What follows belongs to an exercise in optimizing a design on an open flow for small area, a short achievable clock period and few clock cycles; a production flow would make more cautious choices. RTL that was checked went through simulation tests only; none was proved equivalent to the original. Power figures rest on the tool's default switching activity, not on a simulated workload.

==> flow/design.v <==
`default_nettype none
package ss_pkg;
	localparam int WAYS  = 3;   
	localparam int XLEN  = 16;
	localparam int PC_W  = 8;   
	localparam int REG_W = 3;
	localparam logic [3:0] OP_NOP  = 4'h0;
	localparam logic [3:0] OP_ADD  = 4'h1;
	localparam logic [3:0] OP_SUB  = 4'h2;
	localparam logic [3:0] OP_ADDI = 4'h3;
	localparam logic [3:0] OP_BNZ  = 4'h4;   
	localparam logic [3:0] OP_HALT = 4'h5;
endpackage
`default_nettype wire
`timescale 1ns/1ps
`default_nettype none
module reg_file (
	input  logic        clock,
	input  logic        reset,
	input  logic        wr_en,
	input  logic [2:0]  wr_rd,
	input  logic [15:0] wr_data,
	input  logic        wr_zero,
	input  logic [2:0]  rs1,
	input  logic [2:0]  rs2,
	output logic [15:0] rd1,
	output logic [15:0] rd2,
	output logic [7:0]  nz
);
	logic [16*8-1:0] regs;
	assign regs[15:0] = '0;
	always_ff @(posedge clock) begin
		for (int r = 1; r < 8; r++) begin
			if (!reset)
				regs[16*r +: 16] <= '0;
			else if (wr_en && wr_rd == 3'(r))
				regs[16*r +: 16] <= wr_data;
		end
	end
	assign rd1 = regs[16*rs1 +: 16];
	assign rd2 = regs[16*rs2 +: 16];
	assign nz[0] = 1'b0;
	always_ff @(posedge clock) begin
		for (int r = 1; r < 8; r++) begin
			if (!reset)
				nz[r] <= 1'b0;
			else if (wr_en && wr_rd == 3'(r))
				nz[r] <= !wr_zero;
		end
	end
endmodule
`default_nettype wire
`timescale 1ns/1ps
`default_nettype none
module fetch_unit (
	input  logic        clock,
	input  logic        reset,
	output logic [7:0]  imem_addr,
	input  logic [47:0] instr,       
	output logic [2:0]  rs1,         
	output logic [2:0]  rs2,
	input  logic [15:0] rd1,
	input  logic [15:0] rd2,
	input  logic [7:0]  reg_nz,      
	input  logic        x_wr,        
	input  logic [2:0]  x_rd,
	input  logic [15:0] x_sum,
	input  logic        x_zero,      
	input  logic        x_miss,      
	input  logic [7:0]  x_alt,       
	output logic [2:0]  d_valid,
	output logic [7:0]  d_pc,
	output logic [8:0]  d_rd,
	output logic        d_alu,
	output logic        d_sub,
	output logic [2:0]  d_halt,
	output logic [15:0] d_a,
	output logic [15:0] d_b,
	output logic        d_pred       
);
	logic [7:0]  pc;
	logic        stopped;
	logic [8:0]  rd, rs1_w, rs2_w;
	logic [2:0]  is_alu, is_sub, is_addi, is_bnz, is_halt, wr, use1, use2;
	logic [47:0] imm;
	logic [23:0] target;
	logic [15:0] a, b;
	logic        fwd1, fwd2, pred;
	logic [2:0]  nz, taken, valid;
	assign imem_addr = pc;
	for (genvar w = 0; w < 3; w++) begin : g_dec
		decode_stage u_dec (
			.instr   (instr[16*w +: 16]),
			.rd      (rd[3*w +: 3]),
			.rs1     (rs1_w[3*w +: 3]),
			.rs2     (rs2_w[3*w +: 3]),
			.is_alu  (is_alu[w]),
			.is_sub  (is_sub[w]),
			.is_addi (is_addi[w]),
			.is_bnz  (is_bnz[w]),
			.is_halt (is_halt[w]),
			.wr      (wr[w]),
			.use1    (use1[w]),
			.use2    (use2[w]),
			.imm     (imm[16*w +: 16]),
			.target  (target[8*w +: 8])
		);
	end
	assign rs1  = rs1_w[2:0];
	assign rs2  = rs2_w[2:0];
	assign fwd1 = x_wr && x_rd == rs1;
	assign fwd2 = x_wr && x_rd == rs2;
	assign a    = fwd1 ? x_sum : rd1;
	assign b    = fwd2 ? x_sum : rd2;
	always_comb begin
		for (int w = 0; w < 3; w++)
			nz[w] = x_wr && x_rd == rs1_w[3*w +: 3] ? !x_zero : reg_nz[rs1_w[3*w +: 3]];
		pred     = is_bnz[1] && wr[0] && rd[2:0] == rs1_w[5:3];
		taken[0] = is_bnz[0] && nz[0];
		taken[1] = is_bnz[1] && (pred || nz[1]);
		taken[2] = is_bnz[2] && nz[2];
		valid[0] = !stopped;
		valid[1] = !stopped && !taken[0] && !is_halt[0] && !is_alu[1];
		valid[2] = valid[1] && !taken[1] && !is_halt[1] && !is_alu[2] &&
			!(is_bnz[2] && wr[0] && rd[2:0] == rs1_w[8:6]);
	end
	always_ff @(posedge clock) begin
		if (!reset) begin
			pc      <= '0;
			stopped <= 1'b0;
		end else if (x_miss) begin
			pc      <= x_alt;   
		end else if (!stopped) begin
			if (taken[0])
				pc <= target[7:0];
			else if (valid[1] && taken[1])
				pc <= target[15:8];
			else if (valid[2] && taken[2])
				pc <= target[23:16];
			else if (valid[2])
				pc <= pc + 8'd3;
			else if (valid[1])
				pc <= pc + 8'd2;
			else
				pc <= pc + 8'd1;
			stopped <= is_halt[0] || (valid[1] && is_halt[1]) || (valid[2] && is_halt[2]);
		end
	end
	always_ff @(posedge clock) begin
		d_valid <= valid;
		d_pc    <= pc;
		d_rd    <= rd;
		d_alu   <= is_alu[0];
		d_sub   <= is_sub[0];
		d_halt  <= is_halt;
		d_a     <= is_sub[0] ? ~a : a;
		d_b     <= is_addi[0] ? imm[15:0] : b;
		d_pred  <= valid[1] && pred;
		if (!reset || x_miss) begin
			d_valid <= '0;
			d_pred  <= 1'b0;
		end
	end
endmodule
`default_nettype wire
`timescale 1ns/1ps
`default_nettype none
module decode_stage (
	input  logic [15:0] instr,
	output logic [2:0]  rd,
	output logic [2:0]  rs1,
	output logic [2:0]  rs2,
	output logic        is_alu,    
	output logic        is_sub,
	output logic        is_addi,
	output logic        is_bnz,
	output logic        is_halt,
	output logic        wr,        
	output logic        use1,      
	output logic        use2,      
	output logic [15:0] imm,       
	output logic [7:0]  target     
);
	logic [3:0] op;
	assign op      = instr[15:12];
	assign rd      = instr[11:9];
	assign rs1     = instr[8:6];
	assign rs2     = instr[5:3];
	assign is_alu  = op == ss_pkg::OP_ADD || op == ss_pkg::OP_SUB || op == ss_pkg::OP_ADDI;
	assign is_sub  = op == ss_pkg::OP_SUB;
	assign is_addi = op == ss_pkg::OP_ADDI;
	assign is_bnz  = op == ss_pkg::OP_BNZ;
	assign is_halt = op == ss_pkg::OP_HALT;
	assign wr      = is_alu && rd != 3'd0;
	assign use1    = (is_alu || is_bnz) && rs1 != 3'd0;
	assign use2    = (op == ss_pkg::OP_ADD || op == ss_pkg::OP_SUB) && rs2 != 3'd0;
	assign imm     = {{10{instr[5]}}, instr[5:0]};
	assign target  = {2'b00, instr[5:0]};
endmodule
`default_nettype wire
`timescale 1ns/1ps
`default_nettype none
module exec_stage (
	input  logic        d_sub,
	input  logic [15:0] d_a,
	input  logic [15:0] d_b,
	output logic [15:0] sum,
	output logic        zero
);
	ks_add16 u_add (
		.a   (d_a),
		.b   (d_b),
		.inv (d_sub),
		.s   (sum)
	);
	assign zero = (d_a ^ d_b) == (d_sub ? 16'hffff : {d_a[14:0] | d_b[14:0], 1'b0});
endmodule
module ks_add16 (
	input  logic [15:0] a,
	input  logic [15:0] b,
	input  logic        inv,
	output logic [15:0] s
);
	logic [15:0] p, g;
	logic [15:0] gl [5];
	logic [15:0] pl [5];
	always_comb begin
		p = a ^ b;
		g = a & b;
		gl[0] = g;
		pl[0] = p;
		for (int l = 0; l < 4; l++) begin
			for (int i = 0; i < 16; i++) begin
				if (i >= (1 << l)) begin
					gl[l+1][i] = gl[l][i] | (pl[l][i] & gl[l][i - (1 << l)]);
					pl[l+1][i] = pl[l][i] & pl[l][i - (1 << l)];
				end else begin
					gl[l+1][i] = gl[l][i];
					pl[l+1][i] = pl[l][i];
				end
			end
		end
		s = (p ^ {16{inv}}) ^ {gl[4][14:0], 1'b0};
	end
endmodule
`default_nettype wire
`timescale 1ns/1ps
`default_nettype none
module ss_pipeline (
	input  logic         clock,
	input  logic         reset,
	output logic [7:0]   imem_addr,
	input  logic [47:0]  imem_data,
	output logic [2:0]   commit_valid,
	output logic [23:0]  commit_pc,
	output logic [2:0]   commit_wr_en,
	output logic [8:0]   commit_rd,
	output logic [47:0]  commit_data,
	output logic [2:0]   commit_stop,
	output logic         halted
);
	logic [2:0]  rs1, rs2;
	logic [15:0] rd1, rd2;
	logic [7:0]  reg_nz;
	logic [2:0]  d_valid, d_halt;
	logic        d_alu, d_sub, d_pred;
	logic [7:0]  d_pc;
	logic [8:0]  d_rd;
	logic [15:0] d_a, d_b;
	logic [15:0] sum;
	logic        zero;
	logic        x_wr, x_miss;
	logic [2:0]  c_valid, c_stop;
	logic        c_wr_en;
	logic [7:0]  c_pc;
	logic [8:0]  c_rd;
	logic [15:0] c_data;
	assign x_wr   = d_valid[0] && d_alu && d_rd[2:0] != 3'd0;
	assign x_miss = d_pred && zero;
	fetch_unit u_fetch (
		.clock     (clock),
		.reset     (reset),
		.imem_addr (imem_addr),
		.instr     (imem_data),
		.rs1       (rs1),
		.rs2       (rs2),
		.rd1       (rd1),
		.rd2       (rd2),
		.reg_nz    (reg_nz),
		.x_wr      (x_wr),
		.x_rd      (d_rd[2:0]),
		.x_sum     (sum),
		.x_zero    (zero),
		.x_miss    (x_miss),
		.x_alt     (d_pc + 8'd2),
		.d_valid   (d_valid),
		.d_pc      (d_pc),
		.d_rd      (d_rd),
		.d_alu     (d_alu),
		.d_sub     (d_sub),
		.d_halt    (d_halt),
		.d_a       (d_a),
		.d_b       (d_b),
		.d_pred    (d_pred)
	);
	reg_file u_reg_file (
		.clock   (clock),
		.reset   (reset),
		.wr_en   (x_wr),
		.wr_rd   (d_rd[2:0]),
		.wr_data (sum),
		.wr_zero (zero),
		.rs1     (rs1),
		.rs2     (rs2),
		.rd1     (rd1),
		.rd2     (rd2),
		.nz      (reg_nz)
	);
	exec_stage u_exec (
		.d_sub (d_sub),
		.d_a   (d_a),
		.d_b   (d_b),
		.sum   (sum),
		.zero  (zero)
	);
	always_ff @(posedge clock) begin
		c_valid <= d_valid;
		c_pc    <= d_pc;
		c_wr_en <= d_alu;
		c_rd    <= d_rd;
		c_data  <= d_alu ? sum : 16'd0;
		c_stop  <= d_halt;
		if (!reset)
			c_valid <= '0;
	end
	assign commit_valid = c_valid;
	assign commit_pc    = {c_pc + 8'd2, c_pc + 8'd1, c_pc};
	assign commit_wr_en = {2'b00, c_wr_en};
	assign commit_rd    = c_rd;
	assign commit_data  = {32'd0, c_data};
	assign commit_stop  = c_stop;
	always_ff @(posedge clock) begin
		if (!reset)
			halted <= 1'b0;
		else if (|(c_valid & c_stop))
			halted <= 1'b1;   
	end
endmodule
`default_nettype wire
Settings: LEC_CHECK=0, CAP_MARGIN=20, CORE_MARGIN=2, CORE_UTILIZATION=40, SETUP_SLACK_MARGIN=3, SLEW_MARGIN=20; clock period 6.0 ns.
standard.sh (not shown) runs the stock make flow with config.mk's settings and CLKGATE_MAP_FILE= SYNTH_SCRIPT=/design/flow/synth_recipe.tcl, a recipe that flattens the netlist after the stock synthesis.
==> flow/flow/run.sh <==
#!/bin/bash
# The standard layout (standard synthesis, floorplan, placement, CTS,
# routing), except that the port buffers placed before global placement
# are sky130_fd_sc_hd__buf_2 rather than the flow's default choice (a
# clkdlybuf4s50 delay buffer), which is slow on the input and output
# paths. Make's full output goes to flow_make.log in this folder; ORFS
# keeps each step's log under orfs/logs.
set -euo pipefail
bash standard.sh "BUFFER_PORTS_ARGS=-buffer_cell sky130_fd_sc_hd__buf_2" finish > flow_make.log 2>&1
==> next run, changes <==
--- a/flow/design.v
+++ b/flow/design.v
@@ -56,7 +56,7 @@
 	input  logic        clock,
 	input  logic        reset,
 	output logic [7:0]  imem_addr,
-	input  logic [47:0] instr,       
+	input  logic [31:0] instr,       
 	output logic [2:0]  rs1,         
 	output logic [2:0]  rs2,
 	input  logic [15:0] rd1,
@@ -68,27 +68,27 @@
 	input  logic        x_zero,      
 	input  logic        x_miss,      
 	input  logic [7:0]  x_alt,       
-	output logic [2:0]  d_valid,
+	output logic [1:0]  d_valid,
 	output logic [7:0]  d_pc,
-	output logic [8:0]  d_rd,
+	output logic [5:0]  d_rd,
 	output logic        d_alu,
 	output logic        d_sub,
-	output logic [2:0]  d_halt,
+	output logic [1:0]  d_halt,
 	output logic [15:0] d_a,
 	output logic [15:0] d_b,
 	output logic        d_pred       
 );
 	logic [7:0]  pc;
 	logic        stopped;
-	logic [8:0]  rd, rs1_w, rs2_w;
-	logic [2:0]  is_alu, is_sub, is_addi, is_bnz, is_halt, wr, use1, use2;
-	logic [47:0] imm;
-	logic [23:0] target;
+	logic [5:0]  rd, rs1_w, rs2_w;
+	logic [1:0]  is_alu, is_sub, is_addi, is_bnz, is_halt, wr, use1, use2;
+	logic [31:0] imm;
+	logic [15:0] target;
 	logic [15:0] a, b;
 	logic        fwd1, fwd2, pred;
-	logic [2:0]  nz, taken, valid;
+	logic [1:0]  nz, taken, valid;
 	assign imem_addr = pc;
-	for (genvar w = 0; w < 3; w++) begin : g_dec
+	for (genvar w = 0; w < 2; w++) begin : g_dec
 		decode_stage u_dec (
 			.instr   (instr[16*w +: 16]),
 			.rd      (rd[3*w +: 3]),
@@ -113,16 +113,13 @@
 	assign a    = fwd1 ? x_sum : rd1;
 	assign b    = fwd2 ? x_sum : rd2;
 	always_comb begin
-		for (int w = 0; w < 3; w++)
+		for (int w = 0; w < 2; w++)
 			nz[w] = x_wr && x_rd == rs1_w[3*w +: 3] ? !x_zero : reg_nz[rs1_w[3*w +: 3]];
 		pred     = is_bnz[1] && wr[0] && rd[2:0] == rs1_w[5:3];
 		taken[0] = is_bnz[0] && nz[0];
 		taken[1] = is_bnz[1] && (pred || nz[1]);
-		taken[2] = is_bnz[2] && nz[2];
 		valid[0] = !stopped;
 		valid[1] = !stopped && !taken[0] && !is_halt[0] && !is_alu[1];
-		valid[2] = valid[1] && !taken[1] && !is_halt[1] && !is_alu[2] &&
-			!(is_bnz[2] && wr[0] && rd[2:0] == rs1_w[8:6]);
 	end
 	always_ff @(posedge clock) begin
 		if (!reset) begin
@@ -135,15 +132,11 @@
 				pc <= target[7:0];
 			else if (valid[1] && taken[1])
 				pc <= target[15:8];
-			else if (valid[2] && taken[2])
-				pc <= target[23:16];
-			else if (valid[2])
-				pc <= pc + 8'd3;
 			else if (valid[1])
 				pc <= pc + 8'd2;
 			else
 				pc <= pc + 8'd1;
-			stopped <= is_halt[0] || (valid[1] && is_halt[1]) || (valid[2] && is_halt[2]);
+			stopped <= is_halt[0] || (valid[1] && is_halt[1]);
 		end
 	end
 	always_ff @(posedge clock) begin
@@ -262,18 +255,18 @@
 	logic [2:0]  rs1, rs2;
 	logic [15:0] rd1, rd2;
 	logic [7:0]  reg_nz;
-	logic [2:0]  d_valid, d_halt;
+	logic [1:0]  d_valid, d_halt;
 	logic        d_alu, d_sub, d_pred;
 	logic [7:0]  d_pc;
-	logic [8:0]  d_rd;
+	logic [5:0]  d_rd;
 	logic [15:0] d_a, d_b;
 	logic [15:0] sum;
 	logic        zero;
 	logic        x_wr, x_miss;
-	logic [2:0]  c_valid, c_stop;
+	logic [1:0]  c_valid, c_stop;
 	logic        c_wr_en;
 	logic [7:0]  c_pc;
-	logic [8:0]  c_rd;
+	logic [5:0]  c_rd;
 	logic [15:0] c_data;
 	assign x_wr   = d_valid[0] && d_alu && d_rd[2:0] != 3'd0;
 	assign x_miss = d_pred && zero;
@@ -281,7 +274,7 @@
 		.clock     (clock),
 		.reset     (reset),
 		.imem_addr (imem_addr),
-		.instr     (imem_data),
+		.instr     (imem_data[31:0]),
 		.rs1       (rs1),
 		.rs2       (rs2),
 		.rd1       (rd1),
@@ -333,12 +326,12 @@
 		if (!reset)
 			c_valid <= '0;
 	end
-	assign commit_valid = c_valid;
-	assign commit_pc    = {c_pc + 8'd2, c_pc + 8'd1, c_pc};
+	assign commit_valid = {1'b0, c_valid};
+	assign commit_pc    = {8'd0, c_pc + 8'd1, c_pc};
 	assign commit_wr_en = {2'b00, c_wr_en};
-	assign commit_rd    = c_rd;
+	assign commit_rd    = {3'd0, c_rd};
 	assign commit_data  = {32'd0, c_data};
-	assign commit_stop  = c_stop;
+	assign commit_stop  = {1'b0, c_stop};
 	always_ff @(posedge clock) begin
 		if (!reset)
 			halted <= 1'b0;
After rerunning: Global-route usage came out lower by 1.5 points. Count of clock-buffer cells in the layout came out higher by 1. Total power came out lower by 17%. Clock skew came out lower by 16 ps. Cell area came out lower by 8.2%. Synthesized area came out lower by 2.3%. Sequential cell count came out lower by 10. Worst setup slack gets better by 250 ps. Worst hold slack gets better by 3.1 ps. Sequential power came out lower by about 8%. Core utilization came out lower by 2.8 points. Routed wire length came out lower by 6.7%.
Testbench counts after the change, summed over its fixed seeds: cycles 7,372.
No functional check of the RTL was part of the first run of this note.

what the ideal ports hide:
How much do the figures lean on ideal ports? The routed layouts below were timed once more, with nothing changed but the port constraints. Step 1: set_driving_cell puts a clkbuf_16 on clock and a buf_2 on each other input, an assumption about the parent block. Step 2, shift: input delay + t, output delay - t, t = (earliest + latest rising clock arrival at the registers) / 2. This alone moves slack from input paths to output paths. a / b / c = no drivers / after step 1 / after step 2; a / b = the first two.
run | t (ns) | slack for setup (ns) | worst setup path after step 2 | clock arrival spread, ns | pins driven straight from the clock port
the first run | 0.587 | 2.828 / 2.825 / 2.238 | input to register | 0.026 / 0.026 | 1
the second run | 0.558 | 3.073 / 3.031 / 2.539 | input to register | 0.011 / 0.010 | 1
After both steps setup and hold are still met in every run listed. For the first run, which loses most, drivers alone change the setup slack by -0.003 ns; drivers and shift together by -0.590 ns.
